Context: an optimization exercise on an open-source flow, tuned for small area and few clock cycles per item. The choices shown serve that exercise and are no tape-out recipe. At most, simulation tests tie the RTL to the original design; equivalence was not proved.

==> inputs of run P <==
## epoch_seconds_calendar_converter
module epoch_seconds_calendar_converter (
  input  logic        clk,
  input  logic        rst_n,
  input  logic        in_valid,
  output logic        in_ready,
  input  logic        in_op,
  input  logic [31:0] in_epoch_seconds,
  input  logic [7:0]  in_year,
  input  logic [3:0]  in_month,
  input  logic [4:0]  in_day,
  input  logic [4:0]  in_hour,
  input  logic [5:0]  in_minute,
  input  logic [5:0]  in_second,
  output logic        out_valid,
  input  logic        out_ready,
  output logic [31:0] res_seconds,
  output logic [7:0]  res_year,
  output logic [3:0]  res_month,
  output logic [4:0]  res_day,
  output logic [4:0]  res_hour,
  output logic [5:0]  res_minute,
  output logic [5:0]  res_second,
  output logic [1:0]  status
);
Settings: LEC_CHECK=0, CAP_MARGIN=20, CORE_MARGIN=2, CORE_UTILIZATION=40, CTS_BUF_LIST=sky130_fd_sc_hd__clkbuf_8, SLEW_MARGIN=20; clock period 8.0 ns.
standard.sh (not shown) runs the stock make flow with config.mk's settings and CLKGATE_MAP_FILE= SYNTH_SCRIPT=/design/flow/synth_recipe.tcl, a recipe that flattens the netlist after the stock synthesis.
==> flow/flow/run.sh <==
#!/bin/bash
# The standard layout (bash standard.sh) with these changes:
#  - synthesis skips the ABC pass inside Yosys's generic synth script (SYNTH_ARGS=-noabc),
#    so the full adders that extract_fa finds keep the polarity the RTL gives them
#    (the final technology mapping by ABC still runs);
#  - the port buffers that global placement inserts are sky130_fd_sc_hd__buf_1;
#  - clock tree synthesis uses sky130_fd_sc_hd__clkbuf_8 and adds no dummy loads.
# Each step's full output goes to its own log file here; ORFS keeps its per-step logs
# under orfs/logs/.
set -euo pipefail
export BUFFER_PORTS_ARGS="-buffer_cell sky130_fd_sc_hd__buf_1"
export CTS_ARGS="-sink_clustering_enable -repair_clock_nets -buf_list sky130_fd_sc_hd__clkbuf_8 -dont_use_dummy_load"
bash standard.sh "SYNTH_ARGS=-noabc" synth > synth.log 2>&1
bash standard.sh "SYNTH_ARGS=-noabc" "BUFFER_PORTS_ARGS=$BUFFER_PORTS_ARGS" "CTS_ARGS=$CTS_ARGS" \
  finish > layout.log 2>&1
==> run F (differences from run P) <==
--- a/flow/design.v
+++ b/flow/design.v
@@ -1089,14 +1089,15 @@
   logic [4:0] mday;
   assign hi    = doy_d[8:5];
   assign lo    = doy_d[4:0];
   assign cut   = escc_pkg::month_cut(hi);
   assign later = leap_d && (hi != 4'd0);
-  assign past = later ? (lo > cut) : (lo >= cut);
+  assign past  = later ? (lo > cut) : (lo >= cut);
   assign mi    = hi + {3'd0, past};
   assign mon   = mi + 4'd1;
-  escc_sum_day u_day (.lo(lo), .off(escc_pkg::month_off(mi)), .la(leap_d && (mi >= 4'd2)), .s(mday));
+  escc_sum_day u_day (.lo(lo), .off(escc_pkg::month_off(mi)), .la(leap_d && (mi >= 4'd2)),
+                      .s(mday));
   logic [9:0]  yq;
   logic [10:0] ms;
   logic [5:0]  mn, sc;
   assign yq = rsec_d[11:2];
   escc_sum_min u_mn (.y(yq), .s(ms));
==> flow/flow/run.sh (replaced) <==
#!/bin/bash
# The standard layout (bash standard.sh) with these changes:
#  - synthesis skips the ABC pass inside Yosys's generic synth script (SYNTH_ARGS=-noabc),
#    so the full adders that extract_fa finds keep the polarity the RTL gives them
#    (the final technology mapping by ABC still runs);
#  - the port buffers that global placement inserts are sky130_fd_sc_hd__buf_1;
#  - clock tree synthesis uses sky130_fd_sc_hd__clkbuf_4 and adds no dummy loads.
# Each step's full output goes to its own log file here; ORFS keeps its per-step logs
# under orfs/logs/.
set -euo pipefail
export BUFFER_PORTS_ARGS="-buffer_cell sky130_fd_sc_hd__buf_1"
export CTS_ARGS="-sink_clustering_enable -repair_clock_nets -buf_list sky130_fd_sc_hd__clkbuf_4 -dont_use_dummy_load"
bash standard.sh "SYNTH_ARGS=-noabc" synth > synth.log 2>&1
bash standard.sh "SYNTH_ARGS=-noabc" "BUFFER_PORTS_ARGS=$BUFFER_PORTS_ARGS" "CTS_ARGS=$CTS_ARGS" \
  finish > layout.log 2>&1
--- a/flow/config.mk
+++ b/flow/config.mk
@@ -6,7 +6,7 @@
 export NUM_CORES = 4
 export LEC_CHECK = 0
 export CAP_MARGIN = 20
 export CORE_MARGIN = 2
 export CORE_UTILIZATION = 40
-export CTS_BUF_LIST = sky130_fd_sc_hd__clkbuf_8
+export CTS_BUF_LIST = sky130_fd_sc_hd__clkbuf_4
 export SLEW_MARGIN = 20
==> run M (differences from run P) <==
==> flow/flow/run.sh (replaced) <==
#!/bin/bash
# The standard layout (bash standard.sh) with these changes:
#  - synthesis skips the ABC pass inside Yosys's generic synth script (SYNTH_ARGS=-noabc),
#    so the full adders that extract_fa finds keep the polarity the RTL gives them
#    (the final technology mapping by ABC still runs);
#  - the port buffers that global placement inserts are sky130_fd_sc_hd__buf_1;
#  - clock tree synthesis uses sky130_fd_sc_hd__clkbuf_4 and adds no dummy loads.
# Each step's full output goes to its own log file here; ORFS keeps its per-step logs
# under orfs/logs/.
set -euo pipefail
export BUFFER_PORTS_ARGS="-buffer_cell sky130_fd_sc_hd__buf_1"
export CTS_ARGS="-sink_clustering_enable -repair_clock_nets -buf_list sky130_fd_sc_hd__clkbuf_4 -dont_use_dummy_load"
bash standard.sh "SYNTH_ARGS=-noabc" synth > synth.log 2>&1
bash standard.sh "SYNTH_ARGS=-noabc" "BUFFER_PORTS_ARGS=$BUFFER_PORTS_ARGS" "CTS_ARGS=$CTS_ARGS" \
  finish > layout.log 2>&1
--- a/flow/config.mk
+++ b/flow/config.mk
@@ -6,7 +6,7 @@
 export NUM_CORES = 4
 export LEC_CHECK = 0
 export CAP_MARGIN = 20
 export CORE_MARGIN = 2
 export CORE_UTILIZATION = 40
-export CTS_BUF_LIST = sky130_fd_sc_hd__clkbuf_8
+export CTS_BUF_LIST = sky130_fd_sc_hd__clkbuf_4
 export SLEW_MARGIN = 20
==> run summary <==
quantity	run P	run M	run F
Result of the run	timing/DRC/antenna clean	timing/DRC/antenna clean	timing/DRC/antenna clean
Final layout net count	1,855	1,857	1,857
Routed length on met2	14,600 um	14,700 um	14,700 um
Met3 global-route usage	2.24%	2.40%	2.40%
Total of plain and repair buffers excluding clock buffers	152	154	154
Met1 wire length	13,900 um	14,000 um	14,000 um
Worst Clk Skew	0.0278 ns	0.0515 ns	0.0515 ns
Post-route worst hold slack	0.468 ns	0.473 ns	0.473 ns
F_max	136 MHz	134 MHz	134 MHz
Sequential share of cell area	20.8%	20.9%	20.9%
Total stage count of the critical path	24	23	23
DR WL/cell	16.1 um	16.1 um	16.1 um
Total wire length after detailed routing	29,800 um	29,900 um	29,900 um
Time the final worst path needs with I/O delays and setup	7.35 ns	7.44 ns	7.44 ns
Final non-filler cell total	1,852	1,856	1,856
Vias per cell	4.96	4.97	4.97
Testbench counts of run P, summed over its fixed seeds: cycles 3,224, items 3,200.
Testbench counts of run F, summed over its fixed seeds: cycles 3,224, items 3,200.
Testbench counts of run M, summed over its fixed seeds: cycles 3,224, items 3,200.

==> inputs of build 45 <==
Another version of the RTL of epoch_seconds_calendar_converter (not shown whole).
clock: 8.0 ns
lec_check: 0
cap_margin: 20
core_margin: 2
core_utilization: 40
cts_buf_list: sky130_fd_sc_hd__clkbuf_8
slew_margin: 20
==> flow/flow/run.sh <==
#!/bin/bash
# The standard layout (bash standard.sh) with two changes:
#  - synthesis skips the ABC pass inside Yosys's generic synth script (SYNTH_ARGS=-noabc),
#    so the full adders that extract_fa finds keep the polarity the RTL gives them
#    (the final technology mapping by ABC still runs);
#  - the port buffers that global placement inserts are sky130_fd_sc_hd__buf_1.
# Each step's full output goes to its own log file here; ORFS keeps its per-step logs
# under orfs/logs/.
set -euo pipefail
export BUFFER_PORTS_ARGS="-buffer_cell sky130_fd_sc_hd__buf_1"
bash standard.sh "SYNTH_ARGS=-noabc" synth > synth.log 2>&1
bash standard.sh "SYNTH_ARGS=-noabc" "BUFFER_PORTS_ARGS=$BUFFER_PORTS_ARGS" finish > layout.log 2>&1
==> build 6 (differences from build 45) <==
--- a/flow/design.v
+++ b/flow/design.v
@@ -12,28 +12,16 @@
                  (m == 4'd0 || m > 4'd12) ? 5'd0 : 5'd31;
   endfunction
   function automatic logic [8:0] month_start(input logic [3:0] m);
     month_start = (m == 4'd2)  ? 9'd31  : (m == 4'd3)  ? 9'd59  : (m == 4'd4)  ? 9'd90  :
                   (m == 4'd5)  ? 9'd120 : (m == 4'd6)  ? 9'd151 : (m == 4'd7)  ? 9'd181 :
                   (m == 4'd8)  ? 9'd212 : (m == 4'd9)  ? 9'd243 : (m == 4'd10) ? 9'd273 :
                   (m == 4'd11) ? 9'd304 : (m == 4'd12) ? 9'd334 : 9'd0;
   endfunction
-  function automatic logic [4:0] month_cut(input logic [3:0] hi);
-    month_cut = (hi == 4'd1) ? 5'd27 : (hi == 4'd2) ? 5'd26 : (hi == 4'd3) ? 5'd24 :
-                (hi == 4'd4) ? 5'd23 : (hi == 4'd5) ? 5'd21 : (hi == 4'd6) ? 5'd20 :
-                (hi == 4'd7) ? 5'd19 : (hi == 4'd8) ? 5'd17 : (hi == 4'd9) ? 5'd16 :
-                (hi == 4'd10) ? 5'd14 : 5'd31;
-  endfunction
-  function automatic logic [4:0] month_off(input logic [3:0] mi);
-    month_off = (mi == 4'd0) ? 5'd1  : (mi == 4'd1) ? 5'd2  : (mi == 4'd2) ? 5'd6  :
-                (mi == 4'd3) ? 5'd7  : (mi == 4'd4) ? 5'd9  : (mi == 4'd5) ? 5'd10 :
-                (mi == 4'd6) ? 5'd12 : (mi == 4'd7) ? 5'd13 : (mi == 4'd8) ? 5'd14 :
-                (mi == 4'd9) ? 5'd16 : (mi == 4'd10) ? 5'd17 : 5'd19;
-  endfunction
 endpackage
 module escc_sum_q (
   input  logic [24:0] a,
   output logic [19:0] s
 );
   wire w1 = a[6] ^ ~a[8] ^ a[13];
   wire w2 = (a[6] & ~a[8]) | (a[6] & a[13]) | (~a[8] & a[13]);
   wire w3 = a[17] ^ a[18] ^ ~a[21];
@@ -1054,28 +1042,38 @@
   logic [7:0]  yr_d;
   logic [8:0]  doy_d;
   logic        leap_d;
   logic [4:0]  hour_d;
   logic [11:0] rsec_d;
   assign {q4_d, cnt_d, doy_d, hour_d, rsec_d} = r3;
   assign yr_d   = {q4_d, 2'b00} + {5'd0, cnt_d} - 8'd1;
   assign leap_d = (cnt_d[1:0] == 2'd3);
-  logic [3:0] hi, mi, mon;
-  logic [4:0] lo, cut;
-  logic       later, past;
+  logic [8:0] d2;
+  logic       feb29;
+  logic [3:0] mon;
   logic [4:0] mday;
-  assign hi    = doy_d[8:5];
-  assign lo    = doy_d[4:0];
-  assign cut   = escc_pkg::month_cut(hi);
-  assign later = leap_d && (hi != 4'd0);
-  assign past = later ? (lo > cut) : (lo >= cut);
-  assign mi    = hi + {3'd0, past};
-  assign mon   = mi + 4'd1;
-  assign mday  = lo + escc_pkg::month_off(mi) - {4'd0, leap_d && (mi >= 4'd2)};
+  assign feb29 = leap_d && (doy_d == 9'd59);
+  assign d2    = (leap_d && (doy_d > 9'd59)) ? doy_d - 9'd1 : doy_d;
+  always_comb begin
+    if      (d2 >= 9'd334) mon = 4'd12;
+    else if (d2 >= 9'd304) mon = 4'd11;
+    else if (d2 >= 9'd273) mon = 4'd10;
+    else if (d2 >= 9'd243) mon = 4'd9;
+    else if (d2 >= 9'd212) mon = 4'd8;
+    else if (d2 >= 9'd181) mon = 4'd7;
+    else if (d2 >= 9'd151) mon = 4'd6;
+    else if (d2 >= 9'd120) mon = 4'd5;
+    else if (d2 >= 9'd90)  mon = 4'd4;
+    else if (d2 >= 9'd59)  mon = 4'd3;
+    else if (d2 >= 9'd31)  mon = 4'd2;
+    else                   mon = 4'd1;
+    if (feb29) mon = 4'd2;
+  end
+  assign mday = feb29 ? 5'd29 : 5'(d2[4:0] - escc_pkg::month_start(mon)) + 5'd1;
   logic [9:0]  yq;
   logic [10:0] ms;
   logic [5:0]  mn, sc;
   assign yq = rsec_d[11:2];
   escc_sum_min u_mn (.y(yq), .s(ms));
   assign mn = ms[10:5];
   assign sc = 6'(rsec_d[5:0] + {mn[3:0], 2'b00});
   always_comb begin
Settings changed: CTS_BUF_LIST sky130_fd_sc_hd__clkbuf_8 to not set.
==> comparison table <==
Count of vias placed by the detailed router: build 6 10900; build 45 10600
Cell variety after synth: build 6 92; build 45 75
Met3 Usage GRT: build 6 2.09%; build 45 2.83%
Largest clock skew in the final design: build 6 0.0120 ns; build 45 0.0195 ns
Clock distribution area overhead in the final layout: build 6 3.05%; build 45 2.11%
Worst reg-to-reg path cell count: build 6 18; build 45 22
Timing endpoint of the critical path: build 6 u_dp.r1[33]$_DFFE_PP_; build 45 u_dp.r1[22]$_DFFE_PP_
Fraction of standard cell area in multi-input logic: build 6 66.0%; build 45 66.1%
CLK BUF: build 6 19; build 45 17
Final cell count without fillers: build 6 2203; build 45 2159
Drt initial violations: build 6 532; build 45 430
Count of fill cells added during filler insertion: build 6 3878; build 45 3854
Part of the Yosys area used for sequential elements: build 6 20.4%; build 45 20.7%
Status: build 6 finished clean; build 45 finished clean
Wire length of the first global-routing pass: build 6 60600 um; build 45 57800 um
Worst setup margin: build 6 0.574 ns; build 45 0.545 ns
Floorplan Core Area: build 6 0.0411 mm2; build 45 0.0408 mm2
Testbench counts of build 6, summed over its fixed seeds: cycles 3,224, items 3,200.
No functional check of the RTL was part of build 45.

==> port drivers added, routing unchanged <==
No port has a modelled driver above. Below, the same layouts with a new extraction and two added sets of constraints.
Step 1: set_driving_cell puts a clkbuf_16 on clk and a buf_2 on each other input, an assumption about the parent block.
Step 2, shift: input delay + t, output delay - t, t = (earliest + latest rising clock arrival at the registers) / 2. This alone moves slack from input paths to output paths.
a / b / c = ideal / step 1 / step 2; a / b = the first two.
run	t, ns	setup slack, ns	clock arrival spread, ns
run P	0.487	0.654 / 0.609 / 0.681	0.028 / 0.028
run F	0.576	0.559 / 0.513 / 0.656	0.051 / 0.052
run M	0.576	0.559 / 0.513 / 0.656	0.051 / 0.052
build 45	0.517	0.545 / 0.570 / 0.053	0.021 / 0.022
build 6	0.479	0.574 / 0.600 / 0.121	0.012 / 0.012
After both steps setup and hold are still met in every run listed. The setup slack of build 45, which loses most, moves by +0.025 ns with the drivers and by -0.492 ns with both steps.
